From an optimization exercise on the open Yosys and OpenROAD flow, aimed at small area; shortcuts taken in it are not production practice.
In this exercise RTL edits were held to simulation tests only and were not proved equivalent to the original.
Power is estimated from default activity; no workload was simulated.

==> flow/design.v <==
module decode_rf #(
  parameter int unsigned PEND_DEPTH = 4
) (
  input  logic        clk,
  input  logic        reset,
  input  logic        if_insn_valid,
  input  logic [31:0] if_insn,
  input  logic [63:0] if_pc,
  output logic        if_insn_retry,
  output logic        insn_valid,
  output logic [31:0] insn,
  output logic [63:0] pc,
  output logic [63:0] sign_ext,
  output logic [63:0] src1,
  output logic [63:0] src2,
  input  logic        insn_retry,
  input  logic        dest_valid,
  input  logic        dest_long,
  input  logic [63:0] dest
);
  localparam int unsigned PW = (PEND_DEPTH > 1) ? $clog2(PEND_DEPTH) : 1;
  localparam logic [6:0] OPC_LOAD     = 7'b0000011;
  localparam logic [6:0] OPC_OP_IMM   = 7'b0010011;
  localparam logic [6:0] OPC_AUIPC    = 7'b0010111;
  localparam logic [6:0] OPC_OP_IMM32 = 7'b0011011;
  localparam logic [6:0] OPC_STORE    = 7'b0100011;
  localparam logic [6:0] OPC_OP       = 7'b0110011;
  localparam logic [6:0] OPC_LUI      = 7'b0110111;
  localparam logic [6:0] OPC_OP32     = 7'b0111011;
  localparam logic [6:0] OPC_BRANCH   = 7'b1100011;
  localparam logic [6:0] OPC_JALR     = 7'b1100111;
  localparam logic [6:0] OPC_JAL      = 7'b1101111;
  logic [63:0]           rf_q [1:31];
  logic [31:1]           rf_vld_q;
  logic [63:0]           wbuf_q;
  logic [4:0]            wbuf_rd_q;
  logic                  vis_q;
  logic [4:0]            pend_q [PEND_DEPTH];
  logic [PEND_DEPTH-1:0] pend_vld_q;
  logic [PW-1:0]         rd_ptr_q, wr_ptr_q;
  logic                  insn_valid_q;
  logic [31:0]           insn_q;
  logic [63:0]           pc_q;
  logic [4:0]  rs1, rs2, rd, pop_rd;
  logic [6:0]  opc;
  logic        writes_rd, pop, push, full, hazard, accept, hold;
  logic [63:0] wb_data;
  assign opc     = if_insn[6:0];
  assign rs1     = if_insn[19:15];
  assign rs2     = if_insn[24:20];
  assign rd      = if_insn[11:7];
  assign pop     = dest_valid && (|pend_vld_q);
  assign pop_rd  = pend_q[rd_ptr_q];
  assign wb_data = dest_long ? dest : {{32{dest[31]}}, dest[31:0]};
  assign full    = &pend_vld_q;
  always_comb begin
    case (opc)
      OPC_LOAD, OPC_OP_IMM, OPC_OP_IMM32, OPC_JALR,
      OPC_LUI, OPC_AUIPC, OPC_JAL, OPC_OP, OPC_OP32: writes_rd = (rd != 5'd0);
      default:                                       writes_rd = 1'b0;
    endcase
  end
  always_comb begin
    hazard = 1'b0;
    for (int unsigned k = 0; k < PEND_DEPTH; k++) begin
      if (pend_vld_q[k] && !(pop && rd_ptr_q == PW'(k))) begin
        if ((rs1 != 5'd0 && rs1 == pend_q[k]) ||
            (rs2 != 5'd0 && rs2 == pend_q[k]))
          hazard = 1'b1;
      end
    end
  end
  assign hold          = insn_valid_q && insn_retry;
  assign if_insn_retry = full || hazard || hold;
  assign accept        = if_insn_valid && !if_insn_retry;
  assign push          = accept && writes_rd;
  always_ff @(posedge clk) begin
    if (reset) begin
      rf_vld_q     <= '0;
      wbuf_rd_q    <= '0;
      pend_vld_q   <= '0;
      rd_ptr_q     <= '0;
      wr_ptr_q     <= '0;
      insn_valid_q <= 1'b0;
    end else begin
      if (pop) begin
        if (wbuf_rd_q != 5'd0) rf_vld_q[wbuf_rd_q] <= 1'b1;
        wbuf_rd_q              <= pop_rd;
        pend_vld_q[rd_ptr_q]   <= 1'b0;
        rd_ptr_q               <= rd_ptr_q + 1'b1;
      end
      if (push) begin
        pend_vld_q[wr_ptr_q] <= 1'b1;
        wr_ptr_q             <= wr_ptr_q + 1'b1;
      end
      insn_valid_q <= accept || hold;
    end
  end
  always_ff @(posedge clk) begin
    if (pop) begin
      for (int r = 1; r < 32; r++)
        if (wbuf_rd_q == 5'(r)) rf_q[r] <= wbuf_q;
      wbuf_q <= wb_data;
    end
    if (push) pend_q[wr_ptr_q] <= rd;
    if (!hold) begin
      insn_q <= if_insn;
      pc_q   <= if_pc;
    end
    if (accept)   vis_q <= 1'b1;
    else if (pop) vis_q <= 1'b0;
  end
  logic [4:0] ors1, ors2;
  logic       fwd1, fwd2;
  logic [31:1] sel1, sel2;
  assign ors1 = insn_q[19:15];
  assign ors2 = insn_q[24:20];
  assign fwd1 = vis_q && (ors1 != 5'd0) && (ors1 == wbuf_rd_q);
  assign fwd2 = vis_q && (ors2 != 5'd0) && (ors2 == wbuf_rd_q);
  always_comb begin
    for (int r = 1; r < 32; r++) begin
      sel1[r] = (ors1 == 5'(r)) && rf_vld_q[r] && !fwd1;
      sel2[r] = (ors2 == 5'(r)) && rf_vld_q[r] && !fwd2;
    end
  end
  always_comb begin
    src1 = {64{fwd1}} & wbuf_q;
    src2 = {64{fwd2}} & wbuf_q;
    for (int r = 1; r < 32; r++) begin
      src1 = src1 | ({64{sel1[r]}} & rf_q[r]);
      src2 = src2 | ({64{sel2[r]}} & rf_q[r]);
    end
  end
  logic [31:0] oi;
  assign oi = insn_q;
  always_comb begin
    case (oi[6:0])
      OPC_LOAD, OPC_OP_IMM, OPC_OP_IMM32, OPC_JALR:
        sign_ext = {{52{oi[31]}}, oi[31:20]};
      OPC_STORE:
        sign_ext = {{52{oi[31]}}, oi[31:25], oi[11:7]};
      OPC_BRANCH:
        sign_ext = {{51{oi[31]}}, oi[31], oi[7], oi[30:25], oi[11:8], 1'b0};
      OPC_LUI, OPC_AUIPC:
        sign_ext = {{32{oi[31]}}, oi[31:12], 12'h000};
      OPC_JAL:
        sign_ext = {{43{oi[31]}}, oi[31], oi[19:12], oi[20], oi[30:21], 1'b0};
      default:
        sign_ext = '0;
    endcase
  end
  assign insn_valid = insn_valid_q;
  assign insn       = insn_q;
  assign pc         = pc_q;
endmodule
==> flow/run.sh <==
#!/bin/bash
# synth_recipe.tcl (not shown) runs the flow's synth.tcl, then flattens the netlist and writes it again
# the make line also repeats each setting of config.mk as NAME=value (left out here)
make -C /OpenROAD-flow-scripts/flow DESIGN_CONFIG=/design/flow/config.mk WORK_HOME=/design/flow/orfs CLKGATE_MAP_FILE= SYNTH_SCRIPT=/design/flow/synth_recipe.tcl finish
==> flow/config.mk <==
export PLATFORM = sky130hd
export DESIGN_NAME = decode_rf
export DESIGN_NICKNAME = decode_rf
export VERILOG_FILES = /design/flow/design.v
export SDC_FILE = /design/flow/constraint.sdc
export NUM_CORES = 4
export LEC_CHECK = 0
export CAP_MARGIN = 20
export CORE_MARGIN = 2
export CORE_UTILIZATION = 40
export SLEW_MARGIN = 20
==> flow/constraint.sdc <==
create_clock -name core_clock -period 6.0 [get_ports {clk}]
set_input_delay 1.2000 -clock core_clock [delete_from_list [all_inputs] [get_ports {clk}]]
set_output_delay 1.2000 -clock core_clock [all_outputs]
set_load 0.01 [all_outputs]
==> run summary <==
## what timing repair did
| item | in CTS | in global routing |
|---|---|---|
| pin swaps | 17 | 13 |
| endpoints found under the setup margin | 127 | 86 |
| setup buffers | 58 | 31 |
| resized for setup | 45 | 48 |
| cloned | 10 | 3 |
## cell type report
cell class | count | area (um^2)
inverter | 29 | 114
tap | 3150 | 3940
clock inverter | 155 | 2040
fill | 20100 | 119000
sequential | 2210 | 65900
timing repair buffer | 1092 | 11200
clock buffer | 276 | 6010
antenna | 111 | 278
multi-input combinational | 3735 | 27300
## stage by stage
stage / cell area, um^2 / setup TNS, ps / instances
final: 117000 / -3960 / 10800
after global routing: 117000 / -4.90 / 10700
after CTS: 116000 / -16.4 / 10600
after detailed placement: 107000 / 0 / 10100
after global placement: 107000 / 0 / 10100
after floorplan: 94700 / 0 / 6542
## cells in the final DEF (no fill, tap or decap), types with 26 or more instances in the layout
cell type	n
inv_1	26
dfxtp_1	46
clkbuf_16	235
and3_1	57
nor2_4	34
a22o_1	290
a221oi_1	269
nand2_1	372
a31oi_1	47
o21ai_0	77
o2bb2ai_1	41
a221o_1	26
clkinv_1	32
nor2_1	120
o22ai_1	41
buf_4	481
clkinv_2	42
clkbuf_1	41
a222oi_1	138
nand3_1	172
or3_1	37
nand4_1	198
a21oi_1	154
clkdlybuf4s50_1	446
edfxtp_1	2164
a32oi_1	29
a22oi_1	1035
diode_2	111
nor3_1	31
buf_12	139
xnor2_1	50
bufinv_16	37
## path summary, 6_finish.rpt
kind                              startpoint          end  slack, ps  cells past startpoint
worst min register to register   wr_ptr_q[1]  wr_ptr_q[1]        530                      2
worst max register to register  wbuf_rd_q[3]  rf_vld_q[5]       1880                     13
worst max-delay path              insn_q[20]     src2[10]       -330                     10
worst min-delay path             wr_ptr_q[1]  wr_ptr_q[1]        530                      2
## sequential cells by signal, summed over array words and instances, names as in the netlist
| name | count |
|---|---|
| rf_q | 1984 |
| pend_vld_q | 4 |
| wr_ptr_q | 2 |
| insn_valid_q | 1 |
| rf_vld_q | 31 |
| pc_q | 64 |
| pend_q | 20 |
| wbuf_rd_q | 5 |
| vis_q | 1 |
| wbuf_q | 64 |
| rd_ptr_q | 2 |
| insn_q | 32 |
## worst max-delay path, cell delays in order (launching register included)
cell	delay [ps]
edfxtp_1	430
buf_12	250
buf_4	340
and4_1	450
and2_4	700
buf_12	280
a22oi_1	190
o21ai_0	520
a22oi_1	210
nand4_1	430
dlygate4sd2_1	340
## power breakdown
part / switching, uW / internal, uW
registers: 42.3 / 16800
logic: 667 / 370
clock network: 6750 / 8790
total: 7460 / 25900
## routing by layer
layer  track usage, %  up-vias
li1                 -    29400
met1             55.9    43000
met4             36.6       71
met5             2.20        -
met2             60.9    12200
met3             27.0     3954
## cells by family (layout without fill, tap and decap cells)
| group | count (synthesis) | count (layout) | share of synthesized area, % |
|---|---|---|---|
| buf+inv | 607 | 1552 | 2.85 |
| other cells | 0 | 111 | 0 |
| flops | 2210 | 2210 | 69.6 |
| xor+xnor | 56 | 56 | 0.526 |
| fa+ha+maj | 25 | 25 | 0.330 |
| compound gates | 2382 | 2383 | 19.7 |
| mux | 11 | 11 | 0.184 |
| simple gates | 1251 | 1260 | 6.88 |
==> impl_metrics.env <==
export IMPL_wl_met3_mm=113
export IMPL_finalNetCount=7490
export IMPL_dp_slack_ps=519
export IMPL_synth_net_count=6733
export IMPL_drc=0
export IMPL_ys_ff_latch=2210
export IMPL_hold_ws_ps=529
export IMPL_min_path_type="register to register"
export IMPL_yosys_top_cells_area="edfxtp_1 69%, a22oi_1 8.2%, a22o_1 2.7%, a221oi_1 2.5%, nand2_1 1.5%"
export IMPL_synth_main_ff_cell="edfxtp_1"
export IMPL_routedWlPerCell_um=54.9
export IMPL_ant_nets=0
export IMPL_arrival_ps=5130
export IMPL_cts_hold_buffers=0
export IMPL_finalHoldViolCount=0
export IMPL_cts_buffer_depth=3
export IMPL_synth_commonest_cells="2164 x edfxtp_1, 1035 x a22oi_1, 377 x nand2_1"
export IMPL_synth_top_area_share_pct=68.6
export IMPL_avgSynthCellArea_um2=14.5
export IMPL_synth_edff_count=2164
export IMPL_finalWirelength_mm=591
export IMPL_fin_ws_ps=-330
export IMPL_ios=456
export IMPL_gp_congestion=1.05
export IMPL_powerDensity_nw_per_um2=286
export IMPL_worst_pin_slew_ps=1470
export IMPL_wl_met2_mm=223
export IMPL_ys_warn_count=2
export IMPL_synth_largest_area_cell="edfxtp_1"
export IMPL_relSlewSlack_pct=1.94
export IMPL_cp_max_fo=21
export IMPL_cts_tree="built"
export IMPL_synth_cell_types=92
export IMPL_num_vias=88600
export IMPL_end_kind="output pin"
export IMPL_highest_layer="met5"
export IMPL_so_faults="negative setup slack"
export IMPL_start_util_pct=40.2
export IMPL_chipWidth_um=491
export IMPL_outcome="complete, but fails checks"
export IMPL_synth_area_um2=94700
export IMPL_rows=178
export IMPL_slew_violations=0
export IMPL_wl_met1_mm=191
export IMPL_cp_required_ps=4800
export IMPL_die_h_um=491
export IMPL_crit_type="register to output pin"
export IMPL_gr_total_overflow=0
export IMPL_p_leak_uw=0.0372
export IMPL_numCtsBuffers=231
export IMPL_startpoint_type="register"
export IMPL_portBuffers=455
export IMPL_min_period_ps=6330
export IMPL_path_clk_slew_ps=70
export IMPL_syn2layout_area_growth_pct=23.3
export IMPL_drive_gt1_share_pct=16.1
export IMPL_cts_max_level=4
export IMPL_period_share_pct=105
export IMPL_vias_per_cell=8.23
export IMPL_finalSetupViolations=53
export IMPL_drt_first_iter_violations=23900
export IMPL_grt_pass1_vias=78200
export IMPL_fin_util_pct=49.6
export IMPL_antenna_found_initial=71
export IMPL_total_power_uw=33400
export IMPL_max_freq_mhz=158
export IMPL_grt_max_degree=65
export IMPL_cap_violations=0
export IMPL_vdd_drop_max_mv=0.301
export IMPL_fin_skew_ps=84.3
export IMPL_syn_inst=6542
export IMPL_synth_async_reset_ratio_pct=0
export IMPL_yosysMostFrequentCell="edfxtp_1"
export IMPL_grt_pass1_wl_mm=753
export IMPL_core_area_um2=235000
export IMPL_clock_sinks=2210
export IMPL_clock_latency_ps=970
export IMPL_dieArea_um2=241000
export IMPL_dr_pass1_iters=14
export IMPL_cts_root_buf="clkbuf_16"
export IMPL_hpwlAfterDp_mm=338
export IMPL_ys_seq_area_share_pct=69.6
export IMPL_grtUsageTotal_pct=46.9

## separate check: timing with driven ports
In the flow no input, the clock included, has a driving cell. The finished layout below was timed again as built, in two steps. Step 1 (the two cells are an assumption about what drives the block):
set clk [get_ports {clk}]
set_driving_cell -lib_cell sky130_fd_sc_hd__clkbuf_16 $clk
set_driving_cell -lib_cell sky130_fd_sc_hd__buf_2 [delete_from_list [all_inputs] $clk]
Step 2 moves the port delays by t, midway between the first and last clock arrival at a register: inputs arrive t later, outputs are due t later. That takes back most of the time a late clock gives input paths. a / b / c = no drivers / after step 1 / after step 2; a / b = the first two.
t, ns: 1.031
slack for setup (ns): -0.330 / -0.433 / 0.598
latest minus earliest clock arrival (ns): 0.090 / 0.090
worst data-port slew with drivers (ns): 0.13
cell pins on the clock port's net: 1
For this run, drivers alone change the setup slack by -0.103 ns; drivers and shift together by +0.928 ns.
